From an optimization exercise on the open Yosys and OpenROAD flow, aimed at small area and few clock cycles; shortcuts taken in it are not production practice.
In this exercise RTL edits were held to simulation tests only and were not proved equivalent to the original.
Power is estimated from default activity; no workload was simulated.

==> flow/design.v <==
package spq_pkg;
    localparam int DEPTH = 16;
    localparam int KEY_W = 16;
    localparam int TAG_W = 16;
    localparam int CNT_W = $clog2(DEPTH + 1);
    localparam logic [1:0] OP_INSERT = 2'd0;
    localparam logic [1:0] OP_REMOVE = 2'd1;
    localparam logic [1:0] OP_FIND   = 2'd2;
    localparam logic [1:0] OP_HEAD   = 2'd3;
    localparam logic [1:0] ST_OK        = 2'd0;
    localparam logic [1:0] ST_NOT_FOUND = 2'd1;
    localparam logic [1:0] ST_FULL      = 2'd2;
    localparam logic [1:0] ST_EMPTY     = 2'd3;
    typedef struct packed {
        logic             valid;
        logic [KEY_W-1:0] key;
        logic [TAG_W-1:0] tag;
    } t_entry;
    typedef struct packed {
        logic             ins_en;
        logic             rem_en;
        logic [KEY_W-1:0] key;
        logic [TAG_W-1:0] tag;
    } t_cmd;
    typedef struct packed {
        t_entry           entry;
        logic             ins_flag;
        logic             seen;
        logic [KEY_W-1:0] sel_key;
        logic [TAG_W-1:0] sel_tag;
    } t_link;
endpackage
module spq_cell (
    input  logic                      i_clk,
    input  logic                      i_rst_n,
    input  logic [spq_pkg::KEY_W-1:0] i_key,
    input  logic [spq_pkg::TAG_W-1:0] i_tag,
    input  logic                      i_wr,    
    input  logic                      i_clr,   
    output logic                      o_valid,
    output logic                      o_gt,    
    output logic                      o_eq,    
    output logic [spq_pkg::KEY_W-1:0] o_key,
    output logic [spq_pkg::TAG_W-1:0] o_tag
);
    logic                      r_valid;
    logic [spq_pkg::KEY_W-1:0] r_key;
    logic [spq_pkg::TAG_W-1:0] r_tag;
    assign o_valid = r_valid;
    assign o_key   = r_key;
    assign o_tag   = r_tag;
    assign o_eq    = i_tag == r_tag;
    always_comb begin
        logic g;
        g = 1'b0;
        for (int b = 0; b < spq_pkg::KEY_W; b++) begin
            g = (i_key[b] & !r_key[b]) | (i_key[b] & g) | (!r_key[b] & g);
        end
        o_gt = g;
    end
    always_ff @(posedge i_clk) begin
        if (i_wr) begin
            r_key <= i_key;
            r_tag <= i_tag;
        end
        if (!i_rst_n) begin
            r_valid <= 1'b0;
        end else if (i_wr) begin
            r_valid <= 1'b1;
        end else if (i_clr) begin
            r_valid <= 1'b0;
        end
    end
endmodule
module sorted_priority_queue_top (
    input  logic        i_clk,
    input  logic        i_rst_n,
    input  logic        s_axis_tvalid,
    output logic        s_axis_tready,
    input  logic [31:0] s_axis_tdata,   
    input  logic [1:0]  s_axis_tuser,   
    output logic        m_axis_tvalid,
    input  logic        m_axis_tready,
    output logic [39:0] m_axis_tdata,   
    output logic [1:0]  m_axis_tuser    
);
    localparam int DEPTH = spq_pkg::DEPTH;
    localparam int KEY_W = spq_pkg::KEY_W;
    localparam int TAG_W = spq_pkg::TAG_W;
    localparam int CNT_W = spq_pkg::CNT_W;
    logic [KEY_W-1:0] w_key;
    logic [TAG_W-1:0] w_tag;
    logic [1:0]       w_op;
    logic             w_fire;
    logic             w_full;
    logic [DEPTH-1:0] w_valid;
    logic [DEPTH-1:0] w_gt;
    logic [DEPTH-1:0] w_eq;
    logic [KEY_W-1:0] w_skey [DEPTH];
    logic [TAG_W-1:0] w_stag [DEPTH];
    logic [DEPTH-1:0] w_cand;
    logic [DEPTH-1:0] w_sel;
    logic             w_found;
    logic [DEPTH-1:0] w_free;
    logic             w_ins;
    logic             w_rem;
    logic [1:0]       w_status;
    logic             w_res;
    logic [DEPTH-1:0] r_before [DEPTH];   
    logic [CNT_W-1:0] r_count;
    logic             r_out_valid;
    logic [1:0]       r_status;
    logic [DEPTH-1:0] r_sel;
    assign s_axis_tready = !r_out_valid || m_axis_tready;
    assign w_fire        = s_axis_tvalid && s_axis_tready;
    assign w_op          = s_axis_tuser;
    assign w_key         = s_axis_tdata[KEY_W-1:0];
    assign w_tag         = s_axis_tdata[KEY_W +: TAG_W];
    assign w_full        = r_count[CNT_W-1];
    always_comb begin
        for (int i = 0; i < DEPTH; i++) begin
            w_cand[i] = w_valid[i] && ((w_op == spq_pkg::OP_HEAD) || w_eq[i]);
        end
    end
    always_comb begin
        for (int i = 0; i < DEPTH; i++) begin
            logic behind;
            behind = 1'b0;
            for (int j = 0; j < DEPTH; j++) begin
                if (j < i)      behind = behind | (w_cand[j] & r_before[j][i]);
                else if (j > i) behind = behind | (w_cand[j] & !r_before[i][j]);
            end
            w_sel[i] = w_cand[i] & !behind;
        end
        w_found = |w_cand;
    end
    always_comb begin
        logic taken;
        taken = 1'b0;
        for (int i = 0; i < DEPTH; i++) begin
            w_free[i] = !w_valid[i] && !taken;
            taken     = taken | !w_valid[i];
        end
    end
    assign w_ins = w_fire && (w_op == spq_pkg::OP_INSERT) && !w_full;
    assign w_rem = w_fire && (w_op == spq_pkg::OP_REMOVE) && w_found;
    genvar gi, gj;
    generate
        for (gi = 0; gi < DEPTH; gi++) begin : g_cell
            spq_cell u_cell (
                .i_clk   (i_clk),
                .i_rst_n (i_rst_n),
                .i_key   (w_key),
                .i_tag   (w_tag),
                .i_wr    (w_ins && w_free[gi]),
                .i_clr   (w_rem && w_sel[gi]),
                .o_valid (w_valid[gi]),
                .o_gt    (w_gt[gi]),
                .o_eq    (w_eq[gi]),
                .o_key   (w_skey[gi]),
                .o_tag   (w_stag[gi])
            );
        end
        for (gi = 0; gi < DEPTH; gi++) begin : g_row
            for (gj = gi + 1; gj < DEPTH; gj++) begin : g_col
                always_ff @(posedge i_clk) begin
                    if (w_ins && w_free[gi]) begin
                        r_before[gi][gj] <= w_gt[gj];
                    end else if (w_ins && w_free[gj]) begin
                        r_before[gi][gj] <= !w_gt[gi];
                    end
                end
            end
        end
    endgenerate
    always_comb begin
        w_status = spq_pkg::ST_OK;
        w_res    = 1'b0;
        case (w_op)
            spq_pkg::OP_INSERT: if (w_full) w_status = spq_pkg::ST_FULL;
            spq_pkg::OP_HEAD: begin
                if (w_found) w_res = 1'b1;
                else         w_status = spq_pkg::ST_EMPTY;
            end
            default: begin
                if (w_found) w_res = 1'b1;
                else         w_status = spq_pkg::ST_NOT_FOUND;
            end
        endcase
    end
    always_ff @(posedge i_clk) begin
        if (w_fire) begin
            r_status <= w_status;
            r_sel    <= w_res ? w_sel : '0;
        end
        if (!i_rst_n) begin
            r_count     <= '0;
            r_out_valid <= 1'b0;
        end else begin
            if (w_ins) begin
                r_count <= r_count + CNT_W'(1);
            end else if (w_rem) begin
                r_count <= r_count - CNT_W'(1);
            end
            if (w_fire) begin
                r_out_valid <= 1'b1;
            end else if (m_axis_tready) begin
                r_out_valid <= 1'b0;
            end
        end
    end
    logic [KEY_W-1:0] w_res_key;
    logic [TAG_W-1:0] w_res_tag;
    always_comb begin
        w_res_key = '0;
        w_res_tag = '0;
        for (int i = 0; i < DEPTH; i++) begin
            w_res_key = w_res_key | (r_sel[i] ? w_skey[i] : '0);
            w_res_tag = w_res_tag | (r_sel[i] ? w_stag[i] : '0);
        end
    end
    assign m_axis_tvalid = r_out_valid;
    assign m_axis_tuser  = r_status;
    assign m_axis_tdata  = {(40 - KEY_W - TAG_W - CNT_W)'(0), r_count, w_res_tag, w_res_key};
endmodule
==> flow/run.sh <==
#!/bin/bash
# synth_recipe.tcl (not shown) runs the flow's synth.tcl, then flattens the netlist and writes it again
# the make line also repeats each setting of config.mk as NAME=value (left out here)
make -C /OpenROAD-flow-scripts/flow DESIGN_CONFIG=/design/flow/config.mk WORK_HOME=/design/flow/orfs CLKGATE_MAP_FILE= SYNTH_SCRIPT=/design/flow/synth_recipe.tcl finish
==> flow/config.mk <==
export PLATFORM = sky130hd
export DESIGN_NAME = sorted_priority_queue_top
export DESIGN_NICKNAME = sorted_priority_queue_top
export VERILOG_FILES = /design/flow/design.v
export SDC_FILE = /design/flow/constraint.sdc
export NUM_CORES = 4
export LEC_CHECK = 0
export CAP_MARGIN = 20
export CORE_MARGIN = 2
export CORE_UTILIZATION = 65
export SLEW_MARGIN = 20
==> flow/constraint.sdc <==
create_clock -name core_clock -period 5.5 [get_ports {i_clk}]
set_input_delay 1.1000 -clock core_clock [delete_from_list [all_inputs] [get_ports {i_clk}]]
set_output_delay 1.1000 -clock core_clock [all_outputs]
set_load 0.01 [all_outputs]
==> Flow_metrics.wiki, run 1 <==
{| class="wikitable"
! Metric !! Value
|-
| Total power of the final layout || 11.57 mW
|-
| Count of H-tree levels built during CTS || 3
|-
| Clock latency on the worst-skew pair || 0.63 ns
|-
| Post-DP HPWL || 81400 um
|-
| Global-route wire length before repair || 175800 um
|-
| Share of power burned in combinational logic || 7.7%
|-
| Relative slew slack || 14.54%
|-
| Start point of the worst min-delay path || g_cell[9].u_cell.r_valid
|-
| Worst Skew || 0.02333 ns
|-
| Maximum count of clock buffers along a single path || 3
|-
| Routed metal-1 wire length || ~41000 um
|-
| Wire length per cell || 34.02 um
|-
| Endpoint of the worst-slack reg-to-reg timing path || g_cell[7].u_cell.r_valid
|-
| Leakage power figure || 13.38 nW
|-
| Main synth FF type || sky130_fd_sc_hd__edfxtp_1
|-
| Slack of the worst reg-to-reg path || 1.53 ns
|-
| Post-Syn Area || 0.03372 mm^2
|-
| Sum of routed wire length over all layers || approximately 120000 um
|-
| Routed length on met2 || 52690 um
|-
| Commonest cells after routing, fill and taps aside || sky130_fd_sc_hd__edfxtp_1 (650), sky130_fd_sc_hd__xnor2_1 (242), sky130_fd_sc_hd__nand2_1 (211)
|-
| Launching element type of the critical path || input pin
|-
| EDFF count, synth || 650
|-
| Pin count of the biggest net entering global routing || 47
|-
| Antenna violations before repair || 6
|-
| Layout Area Growth over Synthesis || 12.84%
|-
| Hold Vio Cnt, Final || 0
|-
| Reg-to-reg critical path startpoint || g_cell[7].u_cell.r_tag[7]
|-
| Outcome || timing/DRC/antenna clean
|-
| Number of remaining DRC errors || 0
|-
| Height of the chip || between 200 and 250 um
|-
| Num CTS Buffers || 71
|-
| Ratio of total power to cell area || 304.1 mW/mm^2
|-
| CTS sink cnt || 672
|-
| Number of max-cap violations || 0
|-
| Sequential cell fraction of total power || 49.2%
|-
| CP Class || in -> reg
|-
| Number of nets with antenna violations after detailed routing || 0
|-
| Share of post-route cells with drive strength above 1 || 10.09%
|-
| Overall overflow remaining after global route || 0
|-
| Flops & latches, synth || 672
|-
| Yosys warns || 6
|-
| Setup repair after global routing missed its margin || false
|-
| TritonCTS clock tree || built
|-
| Worst reg2reg path depth || 11
|-
| Summed negative setup slack over all endpoints || 0 ns
|-
| Site Rows || 83
|-
| Clock tree root buffer cell || sky130_fd_sc_hd__clkbuf_16
|-
| Netlist cell types || 89
|-
| Measured slew at the worst slew-check pin || 1.282 ns
|-
| Final cell count without fillers || 3604
|-
| Largest driver fanout on the critical path || 11
|-
| P_int || 8.899 mW
|-
| Cell total after placement || 3475
|-
| Highest attainable clock frequency || 205.1 MHz
|-
| Worst hold path class || reg -> reg
|-
| Die Width || 231.8 um
|-
| Number of cells on the worst hold path || 2
|-
| Vias in the first global route || 25880
|-
| Total length of routed met3 wires || 19490 um
|-
| Top layer reached by signal wires || met5
|-
| Final worst-path setup slack || 0.6253 ns
|-
| Switching part of the total power || 23.08%
|-
| Effective utilization at floorplan || 65.73%
|-
| Synthesized netlist cell count || 2770
|-
| Number of hold buffers added after cts || 0
|-
| Final count of negative-setup-slack endpoints || 0
|-
| Share of synthesized area occupied by flip-flops and latches || 59.19%
|-
| Total global-route track usage || between 40% and 50%
|-
| Number of DRC markers in iteration 0 || ~5400
|-
| Most frequent standard cell in the layout excluding fill and tap cells || sky130_fd_sc_hd__edfxtp_1
|-
| Minimum setup slack after placement || about 0.27 ns
|-
| Arr. time, crit path || 5.31 ns
|-
| Syn avg cell area || 12.17 um^2
|-
| First-pass iteration count of the detailed router || 7
|-
| Count of input and output buffers || 78
|-
| Clock Pin Slew Worst Setup and Hold Paths || 0.06 ns
|-
| Layout Nets || around 2900
|-
| Clock share of power || a little over two fifths
|-
| Die outline area || 0.05372 mm^2
|-
| Final slew viol count || 0
|-
| Via/cell ratio || 7.607
|-
| Ys async rst share || 0%
|-
| Largest vdd supply drop || 0.2982 mV
|-
| Net Switching || 2.671 mW
|-
| Post-CTS Resized || 0
|-
| Minimum clock period after layout || ~5 ns
|-
| Vias || 27410
|-
| I/O pin total || 82
|-
| Required time of the critical path || 5.93 ns
|-
| Hold slack || a little over 0.5 ns
|-
| CP Capture Type || register
|-
| Final critical-path share of the clock period || 88.63%
|-
| CORE AREA || ~0.051 mm^2
|-
| Worst Hold Endpoint || g_cell[9].u_cell.r_valid
|-
| Post-CTS setup buffer count || 0
|-
| Weighted congestion reported at the end of routability-driven placement || 1.069
|}
[cell families (layout without fill, tap and decap cells)]
family	count (synthesis)	count (layout)	synth area share [%]
flops	672	672	59.19
xor+xnor	259	259	6.727
compound gates	825	825	18.13
other cells	1	4	0.01112
simple gates	611	611	9.084
fa+ha+maj	61	61	1.892
buf+inv	315	466	4.186
mux	26	26	0.7755
[registers in the layout, indices dropped and copies added (netlist names)]
register,flops
g_cell.u_cell.r_key,256
g_cell.u_cell.r_tag,256
g_cell.u_cell.r_valid,16
r_before,120
r_count,5
r_out_valid,1
r_sel,16
r_status,2
[power by group through the flow]
| stage | combinational, mW | sequential [mW] | clock, mW |
|---|---|---|---|
| 2_1_floorplan | 0.500 | 5.77 | 0 |
| 3_3_place_gp | 0.815 | 5.79 | 0 |
| 3_5_place_dp | 0.840 | 5.79 | 0 |
| 4_1_cts | 0.847 | 5.68 | 4.96 |
| 5_1_grt | 0.920 | 5.68 | 5.15 |
| 6_report | 0.892 | 5.69 | 4.99 |
[worst max path at each step]
stage / from / endpoint / slack (ns) / cells past startpoint
2_1_floorplan: m_axis_tready / r_before[13][15] / 0.72 / 12
3_3_place_gp: s_axis_tdata[22] / g_cell[7].u_cell.r_valid / 0.26 / 12
3_5_place_dp: s_axis_tdata[11] / r_before[1][5] / 0.27 / 10
4_1_cts: s_axis_tdata[11] / r_before[1][5] / 0.85 / 10
5_1_grt: s_axis_tdata[22] / g_cell[7].u_cell.r_valid / 0.62 / 12
6_report: s_axis_tdata[22] / g_cell[7].u_cell.r_valid / 0.63 / 12
[worst max-delay path: stages]
cell	delay, ns
sky130_fd_sc_hd__clkdlybuf4s50_1	0.72
sky130_fd_sc_hd__xnor2_1	0.48
sky130_fd_sc_hd__nand4_1	0.29
sky130_fd_sc_hd__nor4_1	0.55
sky130_fd_sc_hd__o21a_1	0.18
sky130_fd_sc_hd__buf_4	0.21
sky130_fd_sc_hd__o21ai_0	0.21
sky130_fd_sc_hd__a221o_1	0.32
sky130_fd_sc_hd__a2111oi_0	0.50
sky130_fd_sc_hd__nand4_1	0.37
sky130_fd_sc_hd__o21ai_0	0.25
sky130_fd_sc_hd__a21boi_0	0.11
[cells in the mapped netlist, types with 8 or more instances]
cell	n	area share [%]
sky130_fd_sc_hd__o21ai_1	8	0.12
sky130_fd_sc_hd__nor2_1	95	1.1
sky130_fd_sc_hd__a211oi_1	13	0.29
sky130_fd_sc_hd__a21oi_1	124	1.8
sky130_fd_sc_hd__nand2b_1	47	0.87
sky130_fd_sc_hd__xor2_1	17	0.44
sky130_fd_sc_hd__o211ai_1	12	0.27
sky130_fd_sc_hd__a21o_1	15	0.33
sky130_fd_sc_hd__a2bb2oi_1	10	0.26
sky130_fd_sc_hd__nand4_1	101	1.9
sky130_fd_sc_hd__a22o_1	143	3.7
sky130_fd_sc_hd__or2_2	8	0.15
sky130_fd_sc_hd__o2111ai_1	13	0.34
sky130_fd_sc_hd__xnor2_1	242	6.3
sky130_fd_sc_hd__maj3_1	52	1.5
sky130_fd_sc_hd__dfxtp_1	22	1.3
sky130_fd_sc_hd__clkbuf_1	136	1.5
sky130_fd_sc_hd__a22oi_1	23	0.51
sky130_fd_sc_hd__o31ai_1	8	0.18
sky130_fd_sc_hd__o22ai_1	47	0.87
sky130_fd_sc_hd__mux2i_1	25	0.74
sky130_fd_sc_hd__nor2b_1	33	0.61
sky130_fd_sc_hd__o221ai_1	32	0.83
sky130_fd_sc_hd__a222oi_1	8	0.24
sky130_fd_sc_hd__o21ai_0	101	1.5
sky130_fd_sc_hd__nor4_1	27	0.50
sky130_fd_sc_hd__a21boi_1	9	0.20
sky130_fd_sc_hd__buf_6	12	0.40
sky130_fd_sc_hd__nand3_1	23	0.34
sky130_fd_sc_hd__buf_2	18	0.27
sky130_fd_sc_hd__nor3_1	21	0.31
sky130_fd_sc_hd__and2_1	8	0.15
sky130_fd_sc_hd__a21boi_0	10	0.22
sky130_fd_sc_hd__buf_4	25	0.56
sky130_fd_sc_hd__a221oi_1	152	3.9
sky130_fd_sc_hd__a31oi_1	13	0.24
sky130_fd_sc_hd__edfxtp_1	650	58
sky130_fd_sc_hd__o21a_1	23	0.51
sky130_fd_sc_hd__inv_1	109	1.2
sky130_fd_sc_hd__or3_1	9	0.17
sky130_fd_sc_hd__nand2_1	211	2.3
[cell type report]
cell class	count	area (um^2)
Sequential cell	672	19960
Antenna cell	1	2.502
Clock inverter	35	411.6
Timing Repair Buffer	225	2057
Multi-Input combinational cell	1785	12370
Clock buffer	91	1967
Tap cell	680	850.8
Inverter	115	431.7
Fill cell	3381	13250
[per-layer routing]
layer | GRT usage [%] | up-vias
met4 | 26.16 | 10
met3 | 13.10 | 633
li1 | - | 11000
met2 | 66.70 | 2760
met1 | 61.31 | 13010
met5 | 0 | -
[metrics by stage]
| stage | area, um^2 | utilization, % |
|---|---|---|
| 6_report | 38050 | 74.17 |
| 5_1_grt | 38050 | 74.17 |
| 4_1_cts | 38020 | 74.10 |
| 3_5_place_dp | 35640 | 69.46 |
| 3_3_place_gp | 35610 | 69.41 |
| 2_1_floorplan | 33730 | - |
Testbench counts, summed over its fixed seeds: cycles 24,008.
==> inputs of run 2 (changes only) <==
--- a/flow/config.mk
+++ b/flow/config.mk
@@ -7,5 +7,7 @@
 export LEC_CHECK = 0
 export CAP_MARGIN = 20
 export CORE_MARGIN = 2
-export CORE_UTILIZATION = 65
+export CORE_UTILIZATION = 40
+export CTS_BUF_LIST = sky130_fd_sc_hd__clkbuf_4
+export CTS_CLUSTER_SIZE = 20
 export SLEW_MARGIN = 20
==> run 2 against run 1 <==
Against the previous run:
- still clean on timing, DRC and antenna
- maximum frequency is 1.3% lower
- sequential share of layout area is 0.80 points lower
- routed wire length is 9.6% higher
- flip-flop and latch count stayed put
- cell count is 17% higher
- combinational power is 2.9% higher
- critical path type is now reg -> out
==> Flow_metrics.wiki, run 2 <==
{| class="wikitable"
! Metric !! Value
|-
| Die Width || 294.3 um (+27%)
|-
| Clock latency on the worst-skew pair || 1.07 ns (+0.44 ns)
|-
| Share of synthesized area occupied by flip-flops and latches || 59.19% (unchanged)
|-
| I/O pin total || 82 (unchanged)
|-
| Share of post-route cells with drive strength above 1 || 15.88% (+5.8 points)
|-
| Flops & latches, synth || 672 (unchanged)
|-
| Library cell with the highest instance count after synthesis || sky130_fd_sc_hd__edfxtp_1
|-
| Total global-route track usage || 30.85% (-15 points)
|-
| Arr. time, crit path || 3.84 ns (-1.47 ns)
|-
| Relative slew slack || 21.23% (+6.7 points)
|-
| Clock Pin Slew Worst Setup and Hold Paths || 0.08 ns (+0.02 ns)
|-
| Cell accounting for the most synthesized area || sky130_fd_sc_hd__edfxtp_1
|-
| Ratio of total power to cell area || 288.9 mW/mm^2 (-5.0%)
|-
| Post-CTS Resized || 0 (unchanged)
|-
| Top post-synthesis cells by count || sky130_fd_sc_hd__edfxtp_1 (650), sky130_fd_sc_hd__xnor2_1 (242), sky130_fd_sc_hd__nand2_1 (211), sky130_fd_sc_hd__a221oi_1 (152), sky130_fd_sc_hd__a22o_1 (143)
|-
| Post-CTS setup buffer count || 0 (unchanged)
|-
| Clock tree root buffer cell || sky130_fd_sc_hd__clkbuf_4
|-
| Yosys warns || 6 (unchanged)
|-
| Global-route wire length before repair || 191900 um (+9.2%)
|-
| Slack of the worst reg-to-reg path || 1.69 ns (+0.16 ns)
|-
| Endpoint of the worst-slack reg-to-reg timing path || g_cell[7].u_cell.r_valid
|-
| Netlist cell types || 89 (unchanged)
|-
| Syn avg cell area || 12.17 um^2 (unchanged)
|-
| Count of H-tree levels built during CTS || 4 (+1)
|-
| Final critical-path share of the clock period || 89.84% (+1.2 points)
|-
| Commonest cells after routing, fill and taps aside || sky130_fd_sc_hd__edfxtp_1 (650), sky130_fd_sc_hd__clkbuf_4 (266), sky130_fd_sc_hd__xnor2_1 (242)
|-
| Hold slack || 0.5109 ns (+0.006478 ns)
|-
| Effective utilization at floorplan || 40.36% (-25 points)
|-
| TritonCTS clock tree || built
|-
| CP Capture Type || output pin
|-
| Number of cells on the worst hold path || 2 (unchanged)
|-
| Layout Nets || 3042 (+4.4%)
|-
| Weighted congestion reported at the end of routability-driven placement || 1.016 (-5.0%)
|-
| CP top delay family || buffers and inverters
|-
| Clock share of power || 40.9% (-2.2 points)
|-
| Highest attainable clock frequency || 202.4 MHz (-1.3%)
|-
| Wire length per cell || 31.87 um (-6.3%)
|-
| Hold Vio Cnt, Final || 0 (unchanged)
|-
| Number of remaining DRC errors || 0 (unchanged)
|-
| Outcome || timing/DRC/antenna clean
|-
| Num CTS Buffers || 181 (+150%)
|-
| Sum of routed wire length over all layers || 134300 um (+9.6%)
|-
| Most frequent standard cell in the layout excluding fill and tap cells || sky130_fd_sc_hd__edfxtp_1
|-
| Largest regs || g_cell.u_cell.r_key x256, g_cell.u_cell.r_tag x256, r_before x120
|-
| Vias || 27350 (-0.24%)
|-
| Final cell count without fillers || 4215 (+17%)
|-
| Ys async rst share || 0% (unchanged)
|-
| Area fraction of the dominant cell type after synthesis || 57.88% (unchanged)
|-
| Height of the chip || 294.3 um (+27%)
|-
| Antenna violations before repair || 3 (-3)
|-
| Launching element type of the critical path || register
|-
| Worst hold path class || reg -> reg
|-
| Synthesized netlist cell count || 2770 (unchanged)
|-
| Cell total after placement || 3893 (+12%)
|-
| Required time of the critical path || 4.40 ns (-1.53 ns)
|-
| Final count of negative-setup-slack endpoints || 0 (unchanged)
|-
| Reg-to-reg critical path startpoint || g_cell[7].u_cell.r_tag[6]
|-
| Final slew viol count || 0 (unchanged)
|-
| Synth area leaders || sky130_fd_sc_hd__edfxtp_1 (58%), sky130_fd_sc_hd__xnor2_1 (6.3%), sky130_fd_sc_hd__a221oi_1 (3.9%), sky130_fd_sc_hd__a22o_1 (3.7%), sky130_fd_sc_hd__nand2_1 (2.3%)
|-
| CORE AREA || 0.08356 mm^2 (+63%)
|-
| Maximum count of clock buffers along a single path || 3 (unchanged)
|-
| Leakage power figure || 13.70 nW (+2.4%)
|-
| Largest driver fanout on the critical path || 17 (+6)
|-
| Delay contributed by the slowest stage of the critical path || 0.85 ns (+0.13 ns)
|-
| Layout Area Growth over Synthesis || 14.59%
|-
| Minimum clock period after layout || 4.941 ns (+0.06639 ns)
|-
| Worst Skew || 0.07085 ns (+0.04752 ns)
|-
| Sequential cell fraction of total power || 50.9% (+1.7 points)
|-
| Post-Syn Area || 0.03372 mm^2 (unchanged)
|-
| Worst reg2reg path depth || 11 (unchanged)
|-
| Net Switching || 2.857 mW (+7.0%)
|-
| First-pass iteration count of the detailed router || 6 (-1)
|-
| Site Rows || 106 (+28%)
|-
| Vias in the first global route || 26910 (+4.0%)
|-
| Summed negative setup slack over all endpoints || 0 ns (unchanged)
|-
| Switching part of the total power || 25.60% (+2.5 points)
|-
| Overall overflow remaining after global route || 0 (unchanged)
|-
| Setup repair after global routing missed its margin || false
|-
| Number of max-cap violations || 0 (unchanged)
|-
| Count of buffering cells on the critical path with inverters included || 2 (unchanged)
|-
| Post-DP HPWL || 90240 um (+11%)
|-
| Via/cell ratio || 6.488 (-15%)
|-
| Start point of the worst min-delay path || g_cell[9].u_cell.r_valid
|-
| Largest vdd supply drop || 0.2021 mV (-32%)
|-
| Number of DRC markers in iteration 0 || 4386 (-18%)
|-
| Count of input and output buffers || 78 (unchanged)
|-
| Pin count of the biggest net entering global routing || 48 (+2.1%)
|-
| CTS sink cnt || 672 (unchanged)
|-
| Utilization after layout || 46.24% (-28 points)
|-
| Number of nets with antenna violations after detailed routing || 0 (unchanged)
|-
| Die outline area || 0.08664 mm^2 (+61%)
|-
| Worst Hold Endpoint || g_cell[9].u_cell.r_valid
|-
| Number of hold buffers added after cts || 0 (unchanged)
|-
| CP max stage cell || sky130_fd_sc_hd__edfxtp_1
|-
| EDFF count, synth || 650 (unchanged)
|-
| Measured slew at the worst slew-check pin || 1.182 ns (-0.1004 ns)
|-
| CP Cell Sequence || buf_4 -> a22o_1 -> a221oi_1 -> nand4_1 -> clkdlybuf4s50_1
|-
| Share of power burned in combinational logic || 8.2% (+0.5 points)
|-
| P_int || 8.305 mW (-6.7%)
|-
| Main synth FF type || sky130_fd_sc_hd__edfxtp_1
|-
| CP Class || reg -> out
|}
run 2: changes by cell type in the layout (fill, tap and decap cells not counted), moves of 6 or more:
cell | before | now
sky130_fd_sc_hd__buf_4 | 133 | 148
sky130_fd_sc_hd__bufinv_16 | 9 | 3
sky130_fd_sc_hd__clkbuf_1 | 13 | 0
sky130_fd_sc_hd__clkbuf_16 | 75 | 0
sky130_fd_sc_hd__clkbuf_4 | 0 | 266
sky130_fd_sc_hd__clkinv_1 | 18 | 35
run 2: area by class of cell:
cell class                      instances  area (um^2)
Clock inverter                         50        301.5
Multi-Input combinational cell       1785        12370
Fill cell                            7573        44920
Tap cell                             1080         1351
Inverter                              115        434.2
Clock buffer                          266         1997
Antenna cell                            5        12.51
Sequential cell                       672        19960
Timing Repair Buffer                  242         2215
run 2: logic make-up after synthesis:
kind of cell | Yosys count | synth area share, %
xor+xnor | 259 | 6.727
simple gates | 611 | 9.084
other cells | 1 | 0.01112
fa+ha+maj | 61 | 1.892
mux | 26 | 0.7755
compound gates | 825 | 18.13
buf+inv | 315 | 4.186
flops | 672 | 59.19
run 2: tightest hold or removal path: stages, from the launching register on:
cell and delay [ns]:
sky130_fd_sc_hd__dfxtp_1 0.35, sky130_fd_sc_hd__nand2_1 0.07, sky130_fd_sc_hd__a21boi_1 0.05
run 2: worst max-delay path by stage:
stage | start | to | slack, ns | cells past startpoint
2_1_floorplan | m_axis_tready | r_before[13][15] | 0.72 | 12
3_3_place_gp | s_axis_tdata[27] | g_cell[7].u_cell.r_valid | 0.29 | 13
3_5_place_dp | s_axis_tdata[27] | g_cell[7].u_cell.r_valid | 0.28 | 13
4_1_cts | r_sel[7] | m_axis_tdata[14] | 0.53 | 5
5_1_grt | r_sel[12] | m_axis_tdata[21] | 0.62 | 5
6_report | r_sel[12] | m_axis_tdata[21] | 0.56 | 5
run 2: layer usage:
metal	part of all wire [%]	global-route usage [%]
met4	5.0	15.29
met1	39	41.40
met3	11	7.352
met5	0.022	0
met2	45	46.76
run 2: per-stage QoR:
stage | total power [mW] | instance area (um^2) | setup slack (ns)
6_report | 11.16 | 38640 | 0.5589
5_1_grt | 11.52 | 38630 | 0.6167
4_1_cts | 11.19 | 38600 | 0.5324
3_5_place_dp | 6.675 | 36300 | 0.2849
3_3_place_gp | 6.665 | 36280 | 0.2886
2_1_floorplan | 6.265 | 33730 | 0.7189
run 2: power groups by stage:
stage	clock network [mW]	logic (mW)	registers (mW)
final	4.57	0.918	5.68
after floorplan	0	0.500	5.77
after global routing	4.89	0.958	5.67
after CTS	4.62	0.890	5.68
after global placement	0	0.875	5.79
after detailed placement	0	0.886	5.79
==> inputs of run 3 (changes only) <==
--- a/flow/config.mk
+++ b/flow/config.mk
@@ -8,6 +8,4 @@
 export CAP_MARGIN = 20
 export CORE_MARGIN = 2
 export CORE_UTILIZATION = 40
-export CTS_BUF_LIST = sky130_fd_sc_hd__clkbuf_4
-export CTS_CLUSTER_SIZE = 20
 export SLEW_MARGIN = 20
==> run 3 against run 2 <==
Against the previous run:
- synthesized cell count is the same
- clock power rose by 9.8%
- critical path depth increased by 8
- utilization rose by 0.12 points
==> Flow_metrics.wiki, run 3 <==
{| class="wikitable"
! Metric !! Value
|-
| Largest driver fanout on the critical path || 23 (+6)
|-
| Share of synthesized area occupied by flip-flops and latches || 59.19% (unchanged)
|-
| Clock latency on the worst-skew pair || 0.65 ns (-0.42 ns)
|-
| Yosys warns || 6 (unchanged)
|-
| CORE AREA || 0.08356 mm^2 (unchanged)
|-
| Effective utilization at floorplan || 40.36% (unchanged)
|-
| Worst Skew || 0.02654 ns (-0.04432 ns)
|-
| EDFF count, synth || 650 (unchanged)
|-
| Post-CTS Resized || 0 (unchanged)
|-
| Area fraction of the dominant cell type after synthesis || 57.88% (unchanged)
|-
| Weighted congestion reported at the end of routability-driven placement || 1.016 (unchanged)
|-
| Count of input and output buffers || 78 (unchanged)
|-
| Netlist cell types || 89 (unchanged)
|-
| Summed negative setup slack over all endpoints || 0 ns (unchanged)
|-
| Final slew viol count || 0 (unchanged)
|-
| CP Class || in -> reg
|-
| Number of remaining DRC errors || 0 (unchanged)
|-
| Share of post-route cells with drive strength above 1 || 10.67% (-5.2 points)
|-
| Area occupied by registers || 0.01996 mm^2 (unchanged)
|-
| Measured slew at the worst slew-check pin || 1.156 ns (-0.02585 ns)
|-
| Commonest cells after routing, fill and taps aside || sky130_fd_sc_hd__edfxtp_1 (650), sky130_fd_sc_hd__xnor2_1 (242), sky130_fd_sc_hd__nand2_1 (211)
|-
| Post-CTS setup buffer count || 0 (unchanged)
|-
| Worst Setup SP || s_axis_tdata[27]
|-
| CTS sink cnt || 672 (unchanged)
|-
| Number of DRC markers in iteration 0 || 4530 (+3.3%)
|-
| Number of nets with antenna violations after detailed routing || 0 (unchanged)
|-
| Synth area leaders || sky130_fd_sc_hd__edfxtp_1 (58%), sky130_fd_sc_hd__xnor2_1 (6.3%), sky130_fd_sc_hd__a221oi_1 (3.9%), sky130_fd_sc_hd__a22o_1 (3.7%), sky130_fd_sc_hd__nand2_1 (2.3%)
|-
| Global-route wire length before repair || 190100 um (-0.96%)
|-
| Reg-to-reg critical path startpoint || g_cell[7].u_cell.r_tag[6]
|-
| Overall overflow remaining after global route || 0 (unchanged)
|-
| Num CTS Buffers || 77 (-57%)
|-
| Relative slew slack || 22.95% (+1.7 points)
|-
| I/O pin total || 82 (unchanged)
|-
| Largest regs || g_cell.u_cell.r_key x256, g_cell.u_cell.r_tag x256, r_before x120
|-
| Vias in the first global route || 25890 (-3.8%)
|-
| Count of H-tree levels built during CTS || 3 (-1)
|-
| Final count of negative-setup-slack endpoints || 0 (unchanged)
|-
| Leakage power figure || 13.50 nW (-1.5%)
|-
| Final critical-path share of the clock period || 86.66% (-3.2 points)
|-
| Clock tree root buffer cell || sky130_fd_sc_hd__clkbuf_16
|-
| Vias || 26610 (-2.7%)
|-
| CP Capture Type || register
|-
| Maximum count of clock buffers along a single path || 3 (unchanged)
|-
| Most frequent standard cell in the layout excluding fill and tap cells || sky130_fd_sc_hd__edfxtp_1
|-
| TritonCTS clock tree || built
|-
| First-pass iteration count of the detailed router || 8 (+2)
|-
| Layout Nets || 2938 (-3.4%)
|-
| Library cell with the highest instance count after synthesis || sky130_fd_sc_hd__edfxtp_1
|-
| Number of max-cap violations || 0 (unchanged)
|-
| Height of the chip || 294.3 um (unchanged)
|-
| Worst hold path class || reg -> reg
|-
| Layout Area Growth over Synthesis || 14.89%
|-
| Main synth FF type || sky130_fd_sc_hd__edfxtp_1
|-
| Antenna violations before repair || 2 (-1)
|-
| Launching element type of the critical path || input pin
|-
| Flops & latches, synth || 672 (unchanged)
|-
| Total global-route track usage || 30.46% (-0.38 points)
|-
| Clock Pin Slew Worst Setup and Hold Paths || 0.06 ns (-0.02 ns)
|-
| Combined area of the multi-input logic cells || 0.01237 mm^2 (unchanged)
|-
| Hold Vio Cnt, Final || 0 (unchanged)
|-
| Post-Syn Area || 0.03372 mm^2 (unchanged)
|-
| Ys async rst share || 0% (unchanged)
|-
| Die outline area || 0.08664 mm^2 (unchanged)
|-
| Outcome || timing/DRC/antenna clean
|-
| Setup repair after global routing missed its margin || false
|-
| Die Width || 294.3 um (unchanged)
|-
| Ratio of total power to cell area || 299.9 mW/mm^2 (+3.8%)
|-
| Fillcell total || 7421 (-2.0%)
|-
| Minimum clock period after layout || 4.766 ns (-0.1750 ns)
|-
| Required time of the critical path || 6.00 ns (+1.60 ns)
|-
| Top post-synthesis cells by count || sky130_fd_sc_hd__edfxtp_1 (650), sky130_fd_sc_hd__xnor2_1 (242), sky130_fd_sc_hd__nand2_1 (211), sky130_fd_sc_hd__a221oi_1 (152), sky130_fd_sc_hd__a22o_1 (143)
|-
| Synthesized netlist cell count || 2770 (unchanged)
|-
| Number of hold buffers added after cts || 0 (unchanged)
|-
| Antenna diodes || 0 (-5)
|-
| Pin count of the biggest net entering global routing || 48 (unchanged)
|-
| Wire length per cell || 33.05 um (+3.7%)
|-
| Arr. time, crit path || 5.27 ns (+1.43 ns)
|-
| Hold slack || 0.5124 ns (+0.001552 ns)
|-
| Post-DP HPWL || 90240 um (unchanged)
|-
| Sum of routed wire length over all layers || 133300 um (-0.77%)
|-
| Utilization after layout || 46.36% (+0.12 points)
|-
| Highest attainable clock frequency || 209.8 MHz (+3.7%)
|-
| Start point of the worst min-delay path || g_cell[9].u_cell.r_valid
|-
| Largest vdd supply drop || 0.2525 mV (+25%)
|-
| Via/cell ratio || 6.599 (+1.7%)
|-
| Cell accounting for the most synthesized area || sky130_fd_sc_hd__edfxtp_1
|-
| Syn avg cell area || 12.17 um^2 (unchanged)
|-
| Site Rows || 106 (unchanged)
|}
## run 3: critical path, stage by stage
cell and delay (ns):
sky130_fd_sc_hd__clkdlybuf4s50_1 0.75, sky130_fd_sc_hd__buf_12 0.33, sky130_fd_sc_hd__xnor2_1 0.35, sky130_fd_sc_hd__nand4_1 0.18, sky130_fd_sc_hd__nor4_1 0.73, sky130_fd_sc_hd__o21a_1 0.19
sky130_fd_sc_hd__buf_4 0.20, sky130_fd_sc_hd__o21ai_0 0.12, sky130_fd_sc_hd__a221o_1 0.34, sky130_fd_sc_hd__a2111oi_0 0.42, sky130_fd_sc_hd__nand4_1 0.26, sky130_fd_sc_hd__o21ai_0 0.19
sky130_fd_sc_hd__a21boi_0 0.09
## run 3: worst paths after layout
path	end	slack, ns	depth (start not counted)
worst max-delay path	g_cell[7].u_cell.r_valid	0.73	13
worst min-delay path	g_cell[9].u_cell.r_valid	0.51	2
worst max register to register	g_cell[7].u_cell.r_valid	1.58	11
worst min register to register	g_cell[9].u_cell.r_valid	0.51	2
## run 3: cell families (layout without fill, tap and decap cells)
group                    count (synthesis)  after routing  synth area share (%)
AO/OA/AOI/OAI                          825            825                 18.13
XOR/XNOR                               259            259                 6.727
adder cells (fa/ha/maj)                 61             61                 1.892
buffers and inverters                  315            496                 4.186
flip-flops                             672            672                 59.19
multiplexers                            26             26                0.7755
other                                    1              3               0.01112
AND/OR/NAND/NOR                        611            611                 9.084
## run 3: layout make-up
class                      count  share of cell area, %
clock buffer                  88                  5.080
clock inverter                51                  1.147
inverter                     115                  1.121
multi-input combinational   1785                  31.93
sequential                   672                  51.52
tap                         1080                  3.488
timing repair buffer         242                  5.717
## run 3: routing by layer
metal / vias up / GRT usage (%) / wire (um)
li1: 11050 / - / -
met1: 13240 / 41.90 / 52680
met2: 1901 / 46.32 / 58980
met3: 411 / 5.837 / 14310
met4: 4 / 14.60 / 7291
met5: - / 0 / 30
## run 3: power by group
part	leakage (nW)	total, mW	switching (mW)	internal, mW
logic	6.29	0.921	0.604	0.317
clock network	1.16	5.02	2.20	2.82
registers	6.04	5.68	0.0411	5.64
total	13.5	11.6	2.84	8.78
## run 3: through the flow
stage	area, um^2	power, mW	instances	setup slack (ns)
finish	38740	11.62	4033	0.7340
global route	38740	11.88	4033	0.6442
CTS	38710	11.63	4032	0.9405
detailed placement	36300	6.675	3893	0.2849
global placement	36280	6.665	3892	0.2886
floorplan	33730	6.265	2772	0.7189
==> inputs of run 4 (changes only) <==
--- a/flow/design.v
+++ b/flow/design.v
@@ -110,7 +110,9 @@
     logic [CNT_W-1:0] r_count;
     logic             r_out_valid;
     logic [1:0]       r_status;
-    logic [DEPTH-1:0] r_sel;
+    logic             r_hit;
+    logic [3:0]       r_idx;
+    logic [3:0]       w_idx;
     assign s_axis_tready = !r_out_valid || m_axis_tready;
     assign w_fire        = s_axis_tvalid && s_axis_tready;
     assign w_op          = s_axis_tuser;
@@ -191,7 +193,8 @@
     always_ff @(posedge i_clk) begin
         if (w_fire) begin
             r_status <= w_status;
-            r_sel    <= w_res ? w_sel : '0;
+            r_hit    <= w_res;
+            r_idx    <= w_idx;
         end
         if (!i_rst_n) begin
             r_count     <= '0;
@@ -209,14 +212,22 @@
             end
         end
     end
+    always_comb begin
+        w_idx = '0;
+        for (int i = 0; i < DEPTH; i++) begin
+            w_idx = w_idx | (w_sel[i] ? 4'(i) : 4'd0);
+        end
+    end
     logic [KEY_W-1:0] w_res_key;
     logic [TAG_W-1:0] w_res_tag;
     always_comb begin
         w_res_key = '0;
         w_res_tag = '0;
         for (int i = 0; i < DEPTH; i++) begin
-            w_res_key = w_res_key | (r_sel[i] ? w_skey[i] : '0);
-            w_res_tag = w_res_tag | (r_sel[i] ? w_stag[i] : '0);
+            if (r_hit && r_idx == 4'(i)) begin
+                w_res_key = w_res_key | w_skey[i];
+                w_res_tag = w_res_tag | w_stag[i];
+            end
         end
     end
     assign m_axis_tvalid = r_out_valid;
--- a/flow/config.mk
+++ b/flow/config.mk
@@ -5,7 +5,7 @@
 export SDC_FILE = /design/flow/constraint.sdc
 export NUM_CORES = 4
 export LEC_CHECK = 0
-export CAP_MARGIN = 20
+export CAP_MARGIN = 0
 export CORE_MARGIN = 2
-export CORE_UTILIZATION = 40
-export SLEW_MARGIN = 20
+export CORE_UTILIZATION = 50
+export SLEW_MARGIN = 0
==> run 4 against run 3 <==
Against the previous run:
- combinational power is 9.3% lower
- critical path depth down 6
- still clean
- critical endpoint is now m_axis_tdata[21]
- via count fell by 2.3%
- critical path type is now reg -> out
- flip-flop and latch count down 11
- non-clock buffer count grew 13
- largest cell class unchanged
- worst hold slack got worse by 0.012 ns
- maximum frequency decreased by 4.9%
- register-to-register slack got worse by 0.14 ns
- die area decreased by 21%
- synthesized cell count is 0.90% higher
- utilization rose by 12 points
- worst setup slack worse by 0.24 ns
==> Flow_metrics.wiki, run 4 <==
{| class="wikitable"
! Metric !! Value
|-
| Worst Hold Endpoint || g_cell[15].u_cell.r_valid
|-
| Reg-to-reg critical path startpoint || r_out_valid
|-
| Endpoint of the worst-slack reg-to-reg timing path || g_cell[13].u_cell.r_tag[10]
|-
| Effective utilization at floorplan || 50.59% (+10 points)
|-
| CP Class || reg -> out
|-
| Vias in the first global route || 25390 (-1.9%)
|-
| CTS sink cnt || 661 (-1.6%)
|-
| Start point of the worst min-delay path || g_cell[15].u_cell.r_valid
|-
| Number of hold buffers added after cts || 0 (unchanged)
|-
| Layout Nets || 2972 (+1.2%)
|-
| Synth area leaders || sky130_fd_sc_hd__edfxtp_1 (57%), sky130_fd_sc_hd__xnor2_1 (6.8%), sky130_fd_sc_hd__a221oi_1 (3.9%), sky130_fd_sc_hd__a22o_1 (3.6%), sky130_fd_sc_hd__nand2_1 (2.6%)
|-
| Site Rows || 94 (-11%)
|-
| Final count of negative-setup-slack endpoints || 0 (unchanged)
|-
| Maximum count of clock buffers along a single path || 3 (unchanged)
|-
| Number of nets with antenna violations after detailed routing || 0 (unchanged)
|-
| Fillcell total || 5421 (-27%)
|-
| Library cell with the highest instance count after synthesis || sky130_fd_sc_hd__edfxtp_1
|-
| Summed negative setup slack over all endpoints || 0 ns (unchanged)
|-
| Largest driver fanout on the critical path || 12 (-48%)
|-
| Share of synthesized area occupied by flip-flops and latches || 58.80% (-0.39 points)
|-
| Setup repair after global routing missed its margin || false
|-
| Final cell count without fillers || 3844 (-4.7%)
|-
| Height of the chip || 262.4 um (-11%)
|-
| Post-DP HPWL || 85380 um (-5.4%)
|-
| Count of H-tree levels built during CTS || 3 (unchanged)
|-
| Antenna violations before repair || 1 (-1)
|-
| Via/cell ratio || 6.766 (+2.5%)
|-
| CORE AREA || 0.06598 mm^2 (-21%)
|-
| Sum of routed wire length over all layers || 122200 um (-8.3%)
|-
| Antenna diodes || 0 (unchanged)
|-
| I/O pin total || 82 (unchanged)
|-
| Vias || 26010 (-2.3%)
|-
| Commonest cells after routing, fill and taps aside || sky130_fd_sc_hd__edfxtp_1 (639), sky130_fd_sc_hd__xnor2_1 (258), sky130_fd_sc_hd__nand2_1 (234)
|-
| Most frequent standard cell in the layout excluding fill and tap cells || sky130_fd_sc_hd__edfxtp_1
|-
| Total global-route track usage || 34.87% (+4.4 points)
|-
| Area occupied by registers || 0.01963 mm^2 (-1.7%)
|-
| Number of cells on the worst hold path || 2 (unchanged)
|-
| Clock share of power || 44.0% (+0.8 points)
|-
| Post-Syn Area || 0.03338 mm^2 (-1.0%)
|-
| Clock tree root buffer cell || sky130_fd_sc_hd__clkbuf_16
|-
| Net Switching || 2.635 mW (-7.3%)
|-
| Measured slew at the worst slew-check pin || 1.203 ns (+0.04694 ns)
|-
| Total power of the final layout || 11.43 mW (-1.6%)
|-
| Area fraction of the dominant cell type after synthesis || 57.48% (-0.40 points)
|-
| Netlist cell types || 85 (-4.5%)
|-
| Switching part of the total power || 23.05% (-1.4 points)
|-
| Clock latency on the worst-skew pair || 0.62 ns (-0.03 ns)
|-
| Number of max-cap violations || 0 (unchanged)
|-
| P_int || 8.796 mW (+0.23%)
|-
| Relative slew slack || 19.33% (-3.6 points)
|-
| Wire length per cell || 31.79 um (-3.8%)
|-
| Syn avg cell area || 11.94 um^2 (-1.9%)
|-
| Top post-synthesis cells by count || sky130_fd_sc_hd__edfxtp_1 (639), sky130_fd_sc_hd__xnor2_1 (258), sky130_fd_sc_hd__nand2_1 (234), sky130_fd_sc_hd__clkbuf_1 (158), sky130_fd_sc_hd__a221oi_1 (150)
|-
| Cell accounting for the most synthesized area || sky130_fd_sc_hd__edfxtp_1
|-
| Synthesized netlist cell count || 2795 (+0.90%)
|-
| Largest vdd supply drop || 0.2936 mV (+16%)
|-
| Clock Pin Slew Worst Setup and Hold Paths || 0.06 ns (about the same)
|-
| Weighted congestion reported at the end of routability-driven placement || 0.9755 (-4.0%)
|-
| Share of power burned in combinational logic || 7.3% (-0.6 points)
|-
| Hold Vio Cnt, Final || 0 (unchanged)
|-
| TritonCTS clock tree || built
|-
| Leakage power figure || 13.30 nW (-1.5%)
|-
| Combined area of the multi-input logic cells || 0.01264 mm^2 (+2.2%)
|-
| Post-CTS Resized || 0 (unchanged)
|-
| Outcome || timing/DRC/antenna clean
|-
| Yosys warns || 6 (unchanged)
|-
| Final worst-path setup slack || 0.4898 ns (-0.2442 ns)
|-
| Ratio of total power to cell area || 298.0 mW/mm^2 (-0.66%)
|-
| Cell total after placement || 3713 (-4.6%)
|-
| Number of remaining DRC errors || 0 (unchanged)
|-
| Global-route wire length before repair || 176700 um (-7.0%)
|-
| Number of DRC markers in iteration 0 || 3911 (-14%)
|-
| Die outline area || 0.06885 mm^2 (-21%)
|-
| Die Width || 262.4 um (-11%)
|-
| Post-CTS setup buffer count || 0 (unchanged)
|-
| Flops & latches, synth || 661 (-1.6%)
|-
| Ys async rst share || 0% (unchanged)
|-
| Worst Setup SP || r_idx[0]
|-
| Slack of the worst reg-to-reg path || 1.44 ns (-0.14 ns)
|-
| Worst reg2reg path depth || 11 (unchanged)
|-
| Worst hold path class || reg -> reg
|-
| Pin count of the biggest net entering global routing || 42 (-13%)
|-
| Largest regs || g_cell.u_cell.r_key x256, g_cell.u_cell.r_tag x256, r_before x120
|-
| CP Capture Type || output pin
|-
| Minimum setup slack after placement || 0.1402 ns (-0.1447 ns)
|-
| Num CTS Buffers || 76 (-1.3%)
|-
| Launching element type of the critical path || register
|-
| Worst Skew || 0.02485 ns (-0.001689 ns)
|-
| Utilization after layout || 58.15% (+12 points)
|-
| Highest attainable clock frequency || 199.6 MHz (-4.9%)
|-
| Layout Area Growth over Synthesis || 14.93% (about the same)
|-
| Share of post-route cells with drive strength above 1 || 12.28% (+1.6 points)
|-
| Minimum clock period after layout || 5.010 ns (+0.2442 ns)
|-
| Count of input and output buffers || 78 (unchanged)
|-
| Final slew viol count || 0 (unchanged)
|-
| EDFF count, synth || 639 (-1.7%)
|-
| Arr. time, crit path || 3.91 ns (-1.36 ns)
|-
| Sequential cell fraction of total power || 48.6% (-0.3 points)
|-
| Overall overflow remaining after global route || 0 (unchanged)
|-
| Main synth FF type || sky130_fd_sc_hd__edfxtp_1
|-
| Required time of the critical path || 4.40 ns (-1.60 ns)
|-
| First-pass iteration count of the detailed router || 9 (+1)
|-
| Final critical-path share of the clock period || 91.09% (+4.4 points)
|}
[run 4: changes by cell type in the layout (fill, tap and decap cells not counted), moves of 17 or more]
cell	change
sky130_fd_sc_hd__nand2_1	+23
sky130_fd_sc_hd__buf_4	+18
sky130_fd_sc_hd__maj3_2	+17
sky130_fd_sc_hd__o21ai_1	+17
[run 4: how the worst max path moves through the flow]
stage	to	slack (ns)	cells after the start
finish	m_axis_tdata[21]	0.49	7
global route	m_axis_tdata[21]	0.38	7
CTS	m_axis_tdata[21]	0.48	7
detailed placement	r_before[2][7]	0.14	13
global placement	r_before[12][13]	-0.03	12
floorplan	g_cell[15].u_cell.r_key[0]	0.49	12
[run 4: layer usage]
metal  GRT usage, %  vias to the layer above  share of wire [%]
met1          49.74                    13070                 41
li1               -                    11160                  -
met4          12.66                        2                3.6
met2          53.65                     1563                 45
met3          6.259                      213                9.9
met5              0                        -              0.011
[run 4: power groups by stage]
stage | clock network, mW | logic (mW) | registers (mW)
2_1_floorplan | 0 | 0.450 | 5.66
4_1_cts | 5.08 | 0.822 | 5.56
3_5_place_dp | 0 | 0.818 | 5.67
6_report | 5.04 | 0.835 | 5.56
3_3_place_gp | 0 | 0.806 | 5.67
5_1_grt | 5.26 | 0.886 | 5.56
[run 4: per-stage QoR]
step	hold slack, ns	cell area [um^2]
detailed placement	0.4937	35960
global route	0.5246	38370
finish	0.5000	38370
floorplan	0.4501	33390
CTS	0.5016	38370
global placement	0.4764	35950
[run 4: kinds of logic after synthesis]
logic type                 count (synthesis)  share of synthesized area, %
xor gates and xnor gates                 259                         6.795
other                                      1                       0.01123
adders and majority gates                 65                         2.095
buffers and inverters                    305                         3.726
muxes                                     20                        0.5997
and+or+nand+nor                          640                         9.509
AOI/OAI and AO/OA                        844                         18.46
DFF                                      661                         58.80
[run 4: cell type report]
| cell class | instances | share of cell area [%] |
|---|---|---|
| clock buffers | 98 | 5.440 |
| clock inverters | 33 | 0.8381 |
| inverters | 102 | 0.9979 |
| multi-input cells | 1831 | 32.94 |
| flip-flops and latches | 661 | 51.16 |
| well taps | 864 | 2.818 |
| repair buffers | 255 | 5.805 |
[run 4: critical path: stages, from the launching register on]
cell and delay, ns:
sky130_fd_sc_hd__edfxtp_1 0.43, sky130_fd_sc_hd__or3b_2 0.61, sky130_fd_sc_hd__nor3_2 0.78, sky130_fd_sc_hd__buf_4 0.36, sky130_fd_sc_hd__a22o_1 0.17, sky130_fd_sc_hd__a221oi_1 0.05, sky130_fd_sc_hd__nand4_1 0.20, sky130_fd_sc_hd__clkdlybuf4s50_1 0.70
Testbench counts of run 4, summed over its fixed seeds: cycles 24,008.
==> inputs of run 5 (changes only) <==
--- a/flow/config.mk
+++ b/flow/config.mk
@@ -7,5 +7,6 @@
 export LEC_CHECK = 0
 export CAP_MARGIN = 0
 export CORE_MARGIN = 2
-export CORE_UTILIZATION = 50
+export CORE_UTILIZATION = 40
+export GPL_TIMING_DRIVEN = 0
 export SLEW_MARGIN = 0
==> run 5 against run 4 <==
Against the previous run:
- now fails the layout checks on negative setup slack
- flip-flop and latch count unchanged
- worst hold slack improved by 0.0085 ns
- routed wire length increased by 16%
- first-iteration DRC count increased by 7.0%
- cell count increased by 6.5%
- maximum frequency decreased by 10%
- clock-buffer cell count decreased by 6
- worst setup slack got worse by 0.58 ns
- sequential share of layout area decreased by 0.16 points
- critical endpoint is now r_idx[2]
- largest cell class unchanged
- largest power group unchanged
- highest routed layer unchanged
==> Flow_metrics.wiki, run 5 <==
{| class="wikitable"
! Metric !! Value
|-
| CORE AREA || 0.08237 mm^2 (+25%)
|-
| Ys async rst share || 0% (unchanged)
|-
| Count of input and output buffers || 78 (unchanged)
|-
| Leakage power figure || 13.15 nW (-1.1%)
|-
| Launching element type of the critical path || input pin
|-
| Cell accounting for the most synthesized area || sky130_fd_sc_hd__edfxtp_1
|-
| I/O pin total || 82 (unchanged)
|-
| Largest vdd supply drop || 0.2709 mV (-7.7%)
|-
| Slack of the worst reg-to-reg path || 0.80 ns (-0.64 ns)
|-
| Die outline area || 0.08578 mm^2 (+25%)
|-
| Vias || 27270 (+4.8%)
|-
| Final slew viol count || 0 (unchanged)
|-
| Hold Vio Cnt, Final || 0 (unchanged)
|-
| Weighted congestion reported at the end of routability-driven placement || 0.9970 (+2.2%)
|-
| Wire length per cell || 34.76 um (+9.3%)
|-
| Required time of the critical path || 5.95 ns (+1.55 ns)
|-
| Post-CTS Resized || 32 (+32)
|-
| Top post-synthesis cells by count || sky130_fd_sc_hd__edfxtp_1 (639), sky130_fd_sc_hd__xnor2_1 (258), sky130_fd_sc_hd__nand2_1 (234), sky130_fd_sc_hd__clkbuf_1 (158), sky130_fd_sc_hd__a221oi_1 (150)
|-
| Global-route wire length before repair || 197500 um (+12%)
|-
| Final count of negative-setup-slack endpoints || 3 (+3)
|-
| Count of H-tree levels built during CTS || 3 (unchanged)
|-
| First-pass iteration count of the detailed router || 6 (-3)
|-
| Worst Setup SP || s_axis_tdata[21]
|-
| Worst Skew || 0.03235 ns (+0.007502 ns)
|-
| Share of synthesized area occupied by flip-flops and latches || 58.80% (unchanged)
|-
| Number of hold buffers added after cts || 0 (unchanged)
|-
| Pin count of the biggest net entering global routing || 42 (unchanged)
|-
| Maximum count of clock buffers along a single path || 3 (unchanged)
|-
| Share of post-route cells with drive strength above 1 || 9.124% (-3.2 points)
|-
| Minimum clock period after layout || 5.592 ns (+0.5816 ns)
|-
| Most frequent standard cell in the layout excluding fill and tap cells || sky130_fd_sc_hd__edfxtp_1
|-
| Post-DP HPWL || 102100 um (+20%)
|-
| Library cell with the highest instance count after synthesis || sky130_fd_sc_hd__edfxtp_1
|-
| Syn avg cell area || 11.94 um^2 (unchanged)
|-
| Total global-route track usage || 32.52% (-2.4 points)
|-
| Reg-to-reg critical path startpoint || r_out_valid
|-
| Netlist cell types || 85 (unchanged)
|-
| EDFF count, synth || 639 (unchanged)
|-
| TritonCTS clock tree || built
|-
| Post-Syn Area || 0.03338 mm^2 (unchanged)
|-
| Area fraction of the dominant cell type after synthesis || 57.48% (unchanged)
|-
| Site Rows || 105 (+12%)
|-
| Start point of the worst min-delay path || g_cell[15].u_cell.r_valid
|-
| Sum of routed wire length over all layers || 142300 um (+16%)
|-
| Layout Area Growth over Synthesis || 15.30%
|-
| Vias in the first global route || 26150 (+3.0%)
|-
| Antenna violations before repair || 2 (+1)
|-
| Violated checks || negative setup slack
|-
| Flops & latches, synth || 661 (unchanged)
|-
| Synth area leaders || sky130_fd_sc_hd__edfxtp_1 (57%), sky130_fd_sc_hd__xnor2_1 (6.8%), sky130_fd_sc_hd__a221oi_1 (3.9%), sky130_fd_sc_hd__a22o_1 (3.6%), sky130_fd_sc_hd__nand2_1 (2.6%)
|-
| Ratio of total power to cell area || 298.2 mW/mm^2 (about the same)
|-
| Largest regs || g_cell.u_cell.r_key x256, g_cell.u_cell.r_tag x256, r_before x120
|-
| Relative slew slack || 3.603% (-16 points)
|-
| Via/cell ratio || 6.659 (-1.6%)
|-
| Antenna diodes || 0 (unchanged)
|-
| Summed negative setup slack over all endpoints || -0.1403 ns (-0.1403 ns)
|-
| Number of nets with antenna violations after detailed routing || 0 (unchanged)
|-
| Number of max-cap violations || 0 (unchanged)
|-
| Post-CTS setup buffer count || 0 (unchanged)
|-
| Commonest cells after routing, fill and taps aside || sky130_fd_sc_hd__edfxtp_1 (639), sky130_fd_sc_hd__xnor2_1 (258), sky130_fd_sc_hd__nand2_1 (234)
|-
| Highest attainable clock frequency || 178.8 MHz (-10%)
|-
| Fillcell total || 7438 (+37%)
|-
| Worst hold path class || reg -> reg
|-
| Height of the chip || 292.9 um (+12%)
|-
| Overall overflow remaining after global route || 0 (unchanged)
|-
| Clock latency on the worst-skew pair || 0.64 ns (+0.02 ns)
|-
| Setup repair after global routing missed its margin || false
|-
| Final critical-path share of the clock period || 101.7% (+11 points)
|-
| Final worst-path setup slack || -0.09182 ns (-0.5816 ns)
|-
| Synthesized netlist cell count || 2795 (unchanged)
|-
| Main synth FF type || sky130_fd_sc_hd__edfxtp_1
|-
| Number of remaining DRC errors || 0 (unchanged)
|-
| CP Capture Type || register
|-
| Hold slack || 0.5086 ns (+0.008510 ns)
|-
| Die Width || 292.9 um (+12%)
|-
| Largest driver fanout on the critical path || 17 (+5)
|-
| Number of DRC markers in iteration 0 || 4186 (+7.0%)
|-
| CP Class || in -> reg
|-
| Effective utilization at floorplan || 40.53% (-10 points)
|-
| Arr. time, crit path || 6.04 ns (+2.13 ns)
|-
| Measured slew at the worst slew-check pin || 1.446 ns (+0.2433 ns)
|-
| CTS sink cnt || 661 (unchanged)
|-
| Outcome || finished with violations
|-
| Yosys warns || 6 (unchanged)
|-
| Clock Pin Slew Worst Setup and Hold Paths || 0.05 ns (about the same)
|-
| Layout Nets || 3009 (+1.2%)
|-
| Num CTS Buffers || 75 (-1.3%)
|-
| Clock tree root buffer cell || sky130_fd_sc_hd__clkbuf_16
|}
## run 5: power by group
| group | switching [mW] | internal [mW] |
|---|---|---|
| sequential | 0.0175 | 5.54 |
| combinational | 0.573 | 0.287 |
| clock | 2.18 | 2.88 |
| total | 2.77 | 8.71 |
## run 5: final cells by class
type	count	area [um^2]	area share [%]
repair buffers	92	1135	2.949
inverters	102	385.4	1.001
flip-flops and latches	661	19630	51.00
clock inverters	46	409.1	1.063
multi-input cells	1831	12700	33.01
plain buffers	201	884.6	2.298
clock buffers	92	2003	5.205
well taps	1070	1339	3.478
## run 5: cell families after synthesis
group / after synthesis / share of synthesized area (%)
AND/OR/NAND/NOR: 640 / 9.509
flip-flops: 661 / 58.80
adder cells (fa/ha/maj): 65 / 2.095
AO/OA/AOI/OAI: 844 / 18.46
other: 1 / 0.01123
XOR/XNOR: 259 / 6.795
buffers and inverters: 305 / 3.726
multiplexers: 20 / 0.5997
## run 5: layer usage
metal | GRT usage [%] | vias up | routed length [um]
met5 | 0 | - | 9
li1 | - | 11260 | -
met1 | 44.38 | 13800 | 57030
met2 | 50.06 | 1862 | 63120
met3 | 6.055 | 353 | 14660
met4 | 15.45 | 2 | 7498
## run 5: worst max-delay path, stage by stage
cell                              delay [ns]
sky130_fd_sc_hd__clkdlybuf4s50_1        0.81
sky130_fd_sc_hd__clkbuf_1               0.42
sky130_fd_sc_hd__buf_2                  0.38
sky130_fd_sc_hd__xnor2_1                0.36
sky130_fd_sc_hd__nand4_1                0.39
sky130_fd_sc_hd__nor4_2                 0.46
sky130_fd_sc_hd__o21a_1                 0.38
sky130_fd_sc_hd__clkbuf_2               0.36
sky130_fd_sc_hd__o21ai_0                0.21
sky130_fd_sc_hd__nor4_1                 0.37
sky130_fd_sc_hd__nand4_1                0.35
sky130_fd_sc_hd__nor2b_1                0.25
sky130_fd_sc_hd__nand4b_1               0.20
## run 5: final timing paths
| path | end | cells past startpoint |
|---|---|---|
| min reg2reg | g_cell[15].u_cell.r_valid | 2 |
| max reg2reg | g_cell[15].u_cell.r_key[10] | 13 |
| min | g_cell[15].u_cell.r_valid | 2 |
| max | r_idx[2] | 13 |
## run 5: stage by stage
stage / instances / util [%] / total power, mW / worst slack [ns] / area [um^2]
after global placement: 3945 / 43.11 / 6.490 / -2.067 / 35510
final: 4095 / 46.72 / 11.48 / -0.09182 / 38490
after floorplan: 2797 / - / 6.112 / 0.4879 / 33390
after detailed placement: 3959 / 43.51 / 6.500 / -1.262 / 35840
after global routing: 4095 / 46.72 / 11.75 / 0.007399 / 38490
after CTS: 4096 / 46.57 / 11.50 / 0.0003006 / 38360

what the ideal ports hide:
Ports are ideal in the flow. The routed layouts listed here were re-timed in OpenROAD.
Step 1: set_driving_cell puts a clkbuf_16 on i_clk and a buf_2 on each other input, an assumption about the parent block.
Step 2 moves the port delays by t, midway between the first and last clock arrival at a register: inputs arrive t later, outputs are due t later. That takes back most of the time a late clock gives input paths.
a / b / c = ideal / step 1 / step 2; a / b = the first two.
| run | t, ns | setup slack, ns | worst data-port slew with drivers (ns) | pins driven straight from the clock port |
|---|---|---|---|---|
| run 1 | 0.677 | 0.625 / 0.668 / -0.009 | 0.10 | 1 |
| run 2 | 1.099 | 0.559 / 0.498 / 0.123 | 0.08 | 1 |
| run 3 | 0.704 | 0.734 / 0.778 / 0.073 | 0.08 | 1 |
| run 4 | 0.673 | 0.490 / 0.423 / 0.011 | 0.05 | 1 |
| run 5 | 0.697 | -0.092 / -0.135 / -0.832 | 0.11 | 1 |
Met with ideal ports but missed after step 2: setup timing in run 1. The setup slack of run 5, which loses most, moves by -0.043 ns with the drivers and by -0.740 ns with both steps.
